From an optimization exercise on the open Yosys and OpenROAD flow, aimed at small area, a short achievable clock period and few clock cycles; shortcuts taken in it are not production practice.
Where RTL was checked, it was by simulation tests only, not by an equivalence proof against the original.
Power figures rest on the tool's default switching activity, not on a simulated workload.

// mem_subsystem
module mem_subsystem (
    input  logic        clk_in,
    input  logic        rst_in,
    input  logic        rdy_in,
    input  logic [31:0] fetch_addr,
    output logic        fetch_hit,
    output logic [31:0] fetch_inst,
    input  logic        ld_valid,
    input  logic [31:0] ld_addr,
    input  logic [1:0]  ld_len,
    input  logic        ld_sext,
    input  logic [3:0]  ld_tag_in,
    output logic        ld_full,
    output logic        ld_done,
    output logic [31:0] ld_data,
    output logic [3:0]  ld_tag,
    input  logic        st_valid,
    input  logic [31:0] st_addr,
    input  logic [31:0] st_data,
    input  logic [1:0]  st_len,
    output logic        st_full,
    output logic        st_done,
    input  logic        io_buffer_full,
    input  logic [7:0]  mem_din,
    output logic [7:0]  mem_dout,
    output logic [31:0] mem_a,
    output logic        mem_wr
);
Size in the first run: about 520 cells after synthesis, roughly 58 flip-flops.
Settings: LEC_CHECK=0, CAP_MARGIN=20, CORE_MARGIN=2, CORE_UTILIZATION=40, CTS_CLUSTER_DIAMETER=500, CTS_CLUSTER_SIZE=100, SETUP_SLACK_MARGIN=3, SLEW_MARGIN=20; clock period 7.0 ns.
standard.sh (not shown) runs the stock make flow with config.mk's settings and CLKGATE_MAP_FILE= SYNTH_SCRIPT=/design/flow/synth_recipe.tcl, a recipe that flattens the netlist after the stock synthesis.
==> flow/flow/run.sh <==
#!/bin/bash
# Standard layout, with the port buffers made from the smallest buffer cell.
export BUFFER_PORTS_ARGS="-buffer_cell sky130_fd_sc_hd__buf_1"
bash standard.sh > standard.log 2>&1
Rerun with:
==> flow/flow/run.sh (replaced) <==
#!/bin/bash
# Standard layout, with the port buffers made from the smallest buffer cell and
# a clock tree of small buffers without dummy loads.
export BUFFER_PORTS_ARGS="-buffer_cell sky130_fd_sc_hd__buf_1"
export CTS_ARGS="-sink_clustering_enable -repair_clock_nets -dont_use_dummy_load -buf_list {sky130_fd_sc_hd__clkbuf_4 sky130_fd_sc_hd__clkbuf_8}"
bash standard.sh > standard.log 2>&1
CTS_CLUSTER_DIAMETER = not set   (was 500)
CTS_CLUSTER_SIZE = not set   (was 100)
=>
- wire length went down slightly
- maximum frequency stays flat
- setup slack improved by 0.0030 ns
No functional check of the RTL was part of any run of this note.

* * *

mem_subsystem, a different RTL version from the one above (not shown whole).
Size: about 470 cells after synthesis, ~59 flip-flops.
## mem_subsystem
module mem_subsystem (
    input  logic        clk_in,
    input  logic        rst_in,
    input  logic        rdy_in,
    input  logic [31:0] fetch_addr,
    output logic        fetch_hit,
    output logic [31:0] fetch_inst,
    input  logic        ld_valid,
    input  logic [31:0] ld_addr,
    input  logic [1:0]  ld_len,
    input  logic        ld_sext,
    input  logic [3:0]  ld_tag_in,
    output logic        ld_full,
    output logic        ld_done,
    output logic [31:0] ld_data,
    output logic [3:0]  ld_tag,
    input  logic        st_valid,
    input  logic [31:0] st_addr,
    input  logic [31:0] st_data,
    input  logic [1:0]  st_len,
    output logic        st_full,
    output logic        st_done,
    input  logic        io_buffer_full,
    input  logic [7:0]  mem_din,
    output logic [7:0]  mem_dout,
    output logic [31:0] mem_a,
    output logic        mem_wr
);
==> flow/config.mk <==
export PLATFORM = sky130hd
export DESIGN_NAME = mem_subsystem
export DESIGN_NICKNAME = mem_subsystem
export VERILOG_FILES = /design/flow/design.v
export SDC_FILE = /design/flow/constraint.sdc
export NUM_CORES = 4
export LEC_CHECK = 0
export CAP_MARGIN = 20
export CORE_MARGIN = 2
export CORE_UTILIZATION = 40
export SETUP_SLACK_MARGIN = 2.85
export SLEW_MARGIN = 20
==> flow/constraint.sdc <==
create_clock -name core_clock -period 7.0 [get_ports {clk_in}]
set_input_delay 1.4000 -clock core_clock [delete_from_list [all_inputs] [get_ports {clk_in}]]
set_output_delay 1.4000 -clock core_clock [all_outputs]
set_load 0.01 [all_outputs]
==> flow/flow/run.sh <==
#!/bin/bash
# Standard layout, with the port buffers made from the smallest buffer cell and
# a clock tree of small buffers without dummy loads.
export BUFFER_PORTS_ARGS="-buffer_cell sky130_fd_sc_hd__buf_1"
export CTS_ARGS="-sink_clustering_enable -repair_clock_nets -dont_use_dummy_load -buf_list {sky130_fd_sc_hd__clkbuf_4 sky130_fd_sc_hd__clkbuf_8}"
bash standard.sh > standard.log 2>&1
Testbench counts at the start, summed over its fixed seeds: cycles 24,615.
Edit:
- GPL_TIMING_DRIVEN: unset -> 0
- SETUP_SLACK_MARGIN: 2.85 -> 3
Outcome:
- The changed run passed the timing, DRC and antenna checks
- die area is unchanged
- fmax came out higher by 2.5%
- global-route usage came out higher by 1.4 points
Edit:
- CORE_UTILIZATION: 40 -> 30
- GPL_TIMING_DRIVEN: 0 -> unset
=>
- The new run produced a clean layout
- total power is lower by 1.5%
- critical path depth is unchanged
- hold slack stays flat
- via count shrinks by about 5.6%
- core utilization fell by 15 points
- flip-flop and latch count does not change
- setup slack gets worse by 28 ps
- sequential power stays flat
- routed wire length fell by about 0.75%

* * *

Starting RTL as in the previous note.
==> flow/config.mk <==
export PLATFORM = sky130hd
export DESIGN_NAME = mem_subsystem
export DESIGN_NICKNAME = mem_subsystem
export VERILOG_FILES = /design/flow/design.v
export SDC_FILE = /design/flow/constraint.sdc
export NUM_CORES = 4
export LEC_CHECK = 0
export CAP_MARGIN = 20
export CORE_MARGIN = 2
export CORE_UTILIZATION = 40
export SETUP_SLACK_MARGIN = 2.95
export SLEW_MARGIN = 20
==> flow/constraint.sdc <==
create_clock -name core_clock -period 7.0 [get_ports {clk_in}]
set_input_delay 1.4000 -clock core_clock [delete_from_list [all_inputs] [get_ports {clk_in}]]
set_output_delay 1.4000 -clock core_clock [all_outputs]
set_load 0.01 [all_outputs]
Scripts as last shown in full above: flow/flow/run.sh
Testbench counts at the start, summed over its fixed seeds: cycles 24,615.
Rerun with:
--- a/flow/config.mk
+++ b/flow/config.mk
@@ -11 +11 @@
-export SETUP_SLACK_MARGIN = 2.95
+export SETUP_SLACK_MARGIN = 2.9
Effect: Global-route usage hardly moves. Fmax rose by 0.61%. Clock skew hardly moves. Worst setup slack is better by 0.024 ns. Power barely changes. Area after synthesis stays the same. Cell area barely changes. Critical path depth is lower by 1. Sequential share of layout area barely changes.
Rerun with:
--- a/flow/config.mk
+++ b/flow/config.mk
@@ -10,2 +10,2 @@
-export CORE_UTILIZATION = 40
-export SETUP_SLACK_MARGIN = 2.9
+export CORE_UTILIZATION = 45
+export SETUP_SLACK_MARGIN = 3
Design area came out higher by a few percent.
Global-route usage came out higher by 2.7 points.
Utilization came out higher by 7.9 points.
Hold slack improved by 0.014 ns.
Final cell count hardly moves.
Power came out higher by a few percent.
Worst setup slack improved by 0.0081 ns.
Routed wire length came out lower slightly.
Rerun with:
--- a/flow/flow/run.sh
+++ b/flow/flow/run.sh
@@ -3 +3,2 @@
-# a clock tree of small buffers without dummy loads.
+# a clock tree of small buffers without dummy loads; the constant outputs
+# share one tie cell.
@@ -5,0 +7 @@
+export SKIP_REPAIR_TIE_FANOUT=1
--- a/flow/config.mk
+++ b/flow/config.mk
@@ -10 +10 @@
-export CORE_UTILIZATION = 45
+export CORE_UTILIZATION = 40
Worst setup slack gains 0.0086 ns.
Clock power hardly moves.
Power barely changes.
Final cell count barely changes.
Routed wire length went up slightly.
Combinational power hardly moves.
Fmax is about the same.
Global-route usage went down by 3.1 points.
Clock skew went up by 0.0061 ns.
Via count hardly moves.
Sequential share of layout area hardly moves.

* * *

v18:
The RTL this note starts from:
==> flow/design.v <==
`timescale 1ns/1ps
package mem_req_pkg;
    typedef logic [31:0] addr_t;
    typedef logic [31:0] word_t;
    typedef logic [3:0] tag_t;
    typedef logic [1:0] access_len_t;
    localparam access_len_t LEN_BYTE = 2'd0;
    localparam access_len_t LEN_HALF = 2'd1;
    localparam access_len_t LEN_WORD = 2'd3;
    typedef struct packed {
        addr_t       addr;
        access_len_t len;
        logic        sext;
        tag_t        tag;
    } load_req_t;
    typedef struct packed {
        addr_t       addr;
        word_t       data;
        access_len_t len;
    } store_req_t;
endpackage
`timescale 1ns/1ps
package icache_pkg;
    localparam int OFFSET_BITS = $clog2(8);
    localparam int INDEX_BITS = $clog2(16);
    localparam int TAG_BITS = 18 - INDEX_BITS - OFFSET_BITS;
    typedef logic [8*8-1:0] line_t;
    typedef logic [INDEX_BITS-1:0] index_t;
    typedef logic [TAG_BITS-1:0] cache_tag_t;
endpackage
`timescale 1ns/1ps
module mem_subsystem (
    input  logic        clk_in,
    input  logic        rst_in,
    input  logic        rdy_in,
    input  logic [31:0] fetch_addr,
    output logic        fetch_hit,
    output logic [31:0] fetch_inst,
    input  logic        ld_valid,
    input  logic [31:0] ld_addr,
    input  logic [1:0]  ld_len,
    input  logic        ld_sext,
    input  logic [3:0]  ld_tag_in,
    output logic        ld_full,
    output logic        ld_done,
    output logic [31:0] ld_data,
    output logic [3:0]  ld_tag,
    input  logic        st_valid,
    input  logic [31:0] st_addr,
    input  logic [31:0] st_data,
    input  logic [1:0]  st_len,
    output logic        st_full,
    output logic        st_done,
    input  logic        io_buffer_full,
    input  logic [7:0]  mem_din,
    output logic [7:0]  mem_dout,
    output logic [31:0] mem_a,
    output logic        mem_wr
);
    localparam logic [1:0] M_FETCH = 2'd0;
    localparam logic [1:0] M_LOAD  = 2'd1;
    localparam logic [1:0] M_STORE = 2'd2;
    logic [1:0]  mode;
    logic [15:0] ra;
    logic [2:0]  rb;
    logic        dv;       
    logic [23:0] w;
    logic [1:0]  k;        
    logic [1:0]  last;     
    logic        sext_q;
    logic        st_done_q;
    logic        io_ok;    
    logic        fetch_mode;
    logic        st_io;
    logic        ld_acc;
    logic        st_acc;
    logic        acc;
    logic        wide;
    logic        match;
    logic        cap;
    logic        restart;
    logic [17:0] port_a;
    logic [2:0]  rb_next;
    logic [31:0] raw;
    assign fetch_mode = (mode == M_FETCH);
    assign st_io = (st_addr[17:16] == 2'b11);
    assign ld_full = !fetch_mode;
    assign st_full = !fetch_mode || ld_valid || (st_io && !io_ok);
    assign ld_acc = fetch_mode && ld_valid;
    assign st_acc = fetch_mode && st_valid && !ld_valid && (io_ok || !st_io);
    assign acc = ld_acc || st_acc;
    assign wide = ld_valid ? (ld_len != 2'd0) : (st_len != 2'd0);
    assign match = (fetch_addr[17:2] == ra);
    assign cap = dv && match;
    assign fetch_hit = fetch_mode && cap && rb[2];
    assign fetch_inst = {mem_din, w};
    assign restart = !match || (rb[2] && !dv);
    assign port_a = ld_acc ? ld_addr[17:0] : st_acc ? st_addr[17:0] : {ra + {15'd0, rb[2]}, rb[1:0]};
    assign rb_next = {1'b0, port_a[1:0]} + 3'd1;
    assign mem_a = {14'd0, port_a};
    assign mem_wr = (mode == M_STORE) || st_acc;
    assign mem_dout = fetch_mode ? st_data[7:0] : w[7:0];
    assign st_done = st_done_q;
    assign ld_done = (mode == M_LOAD) && (k == last);
    always_comb begin
        case (last)
            2'd0: raw = {{24{sext_q & mem_din[7]}}, mem_din};
            2'd1: raw = {{16{sext_q & mem_din[7]}}, mem_din, w[23:16]};
            default: raw = {mem_din, w};
        endcase
    end
    assign ld_data = raw;
    always_ff @(posedge clk_in) begin
        if (rdy_in) begin
            io_ok <= !io_buffer_full;
        end
    end
    always_ff @(posedge clk_in) begin
        if (rst_in) begin
            mode <= M_FETCH;
            dv <= 1'b0;
            st_done_q <= 1'b0;
            ra <= fetch_addr[17:2];
            rb <= 3'd0;
        end else if (rdy_in) begin
            st_done_q <= 1'b0;
            case (mode)
                M_FETCH: begin
                    if (cap && !rb[2]) begin
                        w <= {mem_din, w[23:8]};
                    end
                    if (acc) begin
                        dv <= 1'b0;
                        k <= 2'd0;
                        if (ld_acc) begin
                            mode <= M_LOAD;
                            last <= ld_len;
                            sext_q <= ld_sext;
                            ld_tag <= ld_tag_in;
                        end else if (wide) begin
                            mode <= M_STORE;
                            k <= 2'd1;
                            last <= st_len;
                            w <= st_data[31:8];
                        end else begin
                            st_done_q <= 1'b1;
                        end
                        if (wide) begin
                            ra <= port_a[17:2];
                            rb <= rb_next;
                        end
                    end else if (restart) begin
                        ra <= fetch_addr[17:2];
                        rb <= 3'd0;
                        dv <= 1'b0;
                    end else begin
                        ra <= port_a[17:2];
                        rb <= rb_next;
                        dv <= 1'b1;
                    end
                end
                M_LOAD: begin
                    if (k == last) begin
                        mode <= M_FETCH;
                        if (restart) begin
                            ra <= fetch_addr[17:2];
                            rb <= 3'd0;
                            dv <= 1'b0;
                        end else begin
                            ra <= port_a[17:2];
                            rb <= rb_next;
                            dv <= 1'b1;
                        end
                    end else begin
                        k <= k + 2'd1;
                        w <= {mem_din, w[23:8]};
                        if (k + 2'd1 == last) begin
                            ra <= fetch_addr[17:2];
                            rb <= 3'd0;
                        end else begin
                            ra <= port_a[17:2];
                            rb <= rb_next;
                        end
                    end
                end
                default: begin
                    if (k == last) begin
                        mode <= M_FETCH;
                        st_done_q <= 1'b1;
                        ra <= fetch_addr[17:2];
                        rb <= 3'd0;
                        dv <= 1'b0;
                    end else begin
                        k <= k + 2'd1;
                        w <= {8'd0, w[23:8]};
                        ra <= port_a[17:2];
                        rb <= rb_next;
                    end
                end
            endcase
        end
    end
endmodule
==> flow/config.mk <==
export PLATFORM = sky130hd
export DESIGN_NAME = mem_subsystem
export DESIGN_NICKNAME = mem_subsystem
export VERILOG_FILES = /design/flow/design.v
export SDC_FILE = /design/flow/constraint.sdc
export NUM_CORES = 4
export LEC_CHECK = 0
export CAP_MARGIN = 20
export CORE_MARGIN = 2
export CORE_UTILIZATION = 40
export SETUP_SLACK_MARGIN = 4
export SLEW_MARGIN = 20
==> flow/constraint.sdc <==
create_clock -name core_clock -period 7.0 [get_ports {clk_in}]
set_input_delay 1.4000 -clock core_clock [delete_from_list [all_inputs] [get_ports {clk_in}]]
set_output_delay 1.4000 -clock core_clock [all_outputs]
set_load 0.01 [all_outputs]
==> flow/flow/run.sh <==
#!/bin/bash
# Standard layout, with the port buffers made from the smallest buffer cell.
export BUFFER_PORTS_ARGS="-buffer_cell sky130_fd_sc_hd__buf_1"
bash standard.sh > standard.log 2>&1
Testbench counts of v18, summed over its fixed seeds: cycles 24,672.
### v18 -> v14
- changing CORE_UTILIZATION from 40 to 60
- changing SETUP_SLACK_MARGIN from 4 to 3
==> results.txt <==
Every run in the comparison, v18 and v14, completed the flow with a clean layout.
Compared with v18, in v14 worst setup slack after placement now smaller; wire length of the first global-routing pass fell 8.3%; cell count decreased 12%; initial core utilization went up 21 points; wire length -about 17%.
v14 vs. v18: share of total power in the clock network grew by 5.0 points, routing usage on met3 went up 1.3 points.
On v14: average via count per standard cell is about 6% higher than what v18 gave.
For v18, the critical path launch point was st_addr[16], unlike v14, where it was st_addr[17].
Re fill cell instance count of the final layout: v14 is 366 down on v18.
Compared with v18, v14 shows post-route total power that has gone down by a little under 10%.

* * *

S:
Starts from the design.v that is shown in full above.
export LEC_CHECK = 0
export CAP_MARGIN = 20
export CORE_MARGIN = 2
export CORE_UTILIZATION = 40
export SETUP_SLACK_MARGIN = 3
export SLEW_MARGIN = 20
create_clock -name core_clock -period 7.0 [get_ports {clk_in}]
Scripts as last shown in full above: flow/flow/run.sh
Testbench counts of S, summed over its fixed seeds: cycles 24,672.
--- input diff S..T ---
- swapping 3 for 2.5 in SETUP_SLACK_MARGIN
## What came out
Compared T vs S, and routed length on met2 is down in T. Comparing S and T, the higher global-route usage is on S. Proportion of power drawn by the clock network in T is 6.2 points higher than in S. Total met3 wirelength after detailed routing (T vs. S) increases by a few percent. Utilization S -> T: down. When T is set beside S, its logic gate share of total power turns out to be 4.5 points smaller. T vs S — layout cell share with drive strength beyond 1 dropped 6.7 points.

* * *

RTL: the design.v shown in full above, as it stands there.
export LEC_CHECK = 0
export CAP_MARGIN = 20
export CORE_MARGIN = 2
export CORE_UTILIZATION = 40
export SETUP_SLACK_MARGIN = 3.25
export SLEW_MARGIN = 20
create_clock -name core_clock -period 7.0 [get_ports {clk_in}]
Scripts as last shown in full above: flow/flow/run.sh
Testbench counts at the start, summed over its fixed seeds: cycles 24,672.
Change:
- SETUP_SLACK_MARGIN: 3.25 -> 3.5
Effect:
- clock-buffer cell count stays the same
- sequential power stays flat
- routed wire length goes up by about 5%
- design area goes up by 6.6%
- total power barely changes
- clock skew goes down by 4.6 ps

## afterwards: timing with drivers on the ports
The flow's constraints put no driver on any port. The routed layouts listed below were extracted and timed again, unchanged, in two steps.
Step 1 sets driving cells, clkbuf_16 on the clock port and buf_2 on the other inputs (assumed; they add their load-dependent delay and slew).
Step 2 also shifts input and output timing later by t, the mid clock arrival at the registers, as if the neighbouring blocks saw the same clock.
Slacks: ideal / step 1 / step 2; pairs: ideal / step 1.
run	t (ns)	setup WS [ns]	pins driven straight from the clock port
the first run of note 1	0.364	3.055 / 3.031 / 3.031	1
the second run of note 1	0.370	3.058 / 3.034 / 3.034	1
the first run of note 2	0.365	2.917 / 2.896 / 2.896	1
the second run of note 2	0.360	3.018 / 2.977 / 2.977	1
the third run of note 2	0.380	2.989 / 2.952 / 2.709	1
the first run of note 3	0.362	2.948 / 2.928 / 2.928	1
the second run of note 3	0.362	2.972 / 2.950 / 2.897	1
the third run of note 3	0.374	2.980 / 2.956 / 2.956	1
the fourth run of note 3	0.361	2.989 / 2.957 / 2.944	1
v18	0.371	2.879 / 2.826 / 2.826	1
v14	0.366	2.896 / 2.847 / 2.847	1
S	0.378	2.955 / 2.903 / 2.794	1
T	0.381	2.579 / 2.550 / 2.392	1
the first run of note 6	0.391	2.871 / 2.845 / 2.845	1
the second run of note 6	0.377	2.866 / 2.828 / 2.828	1
After both steps every run listed still meets setup and hold. The setup slack of the third run of note 2, which loses most, moves by -0.037 ns with the drivers and by -0.280 ns with both steps.
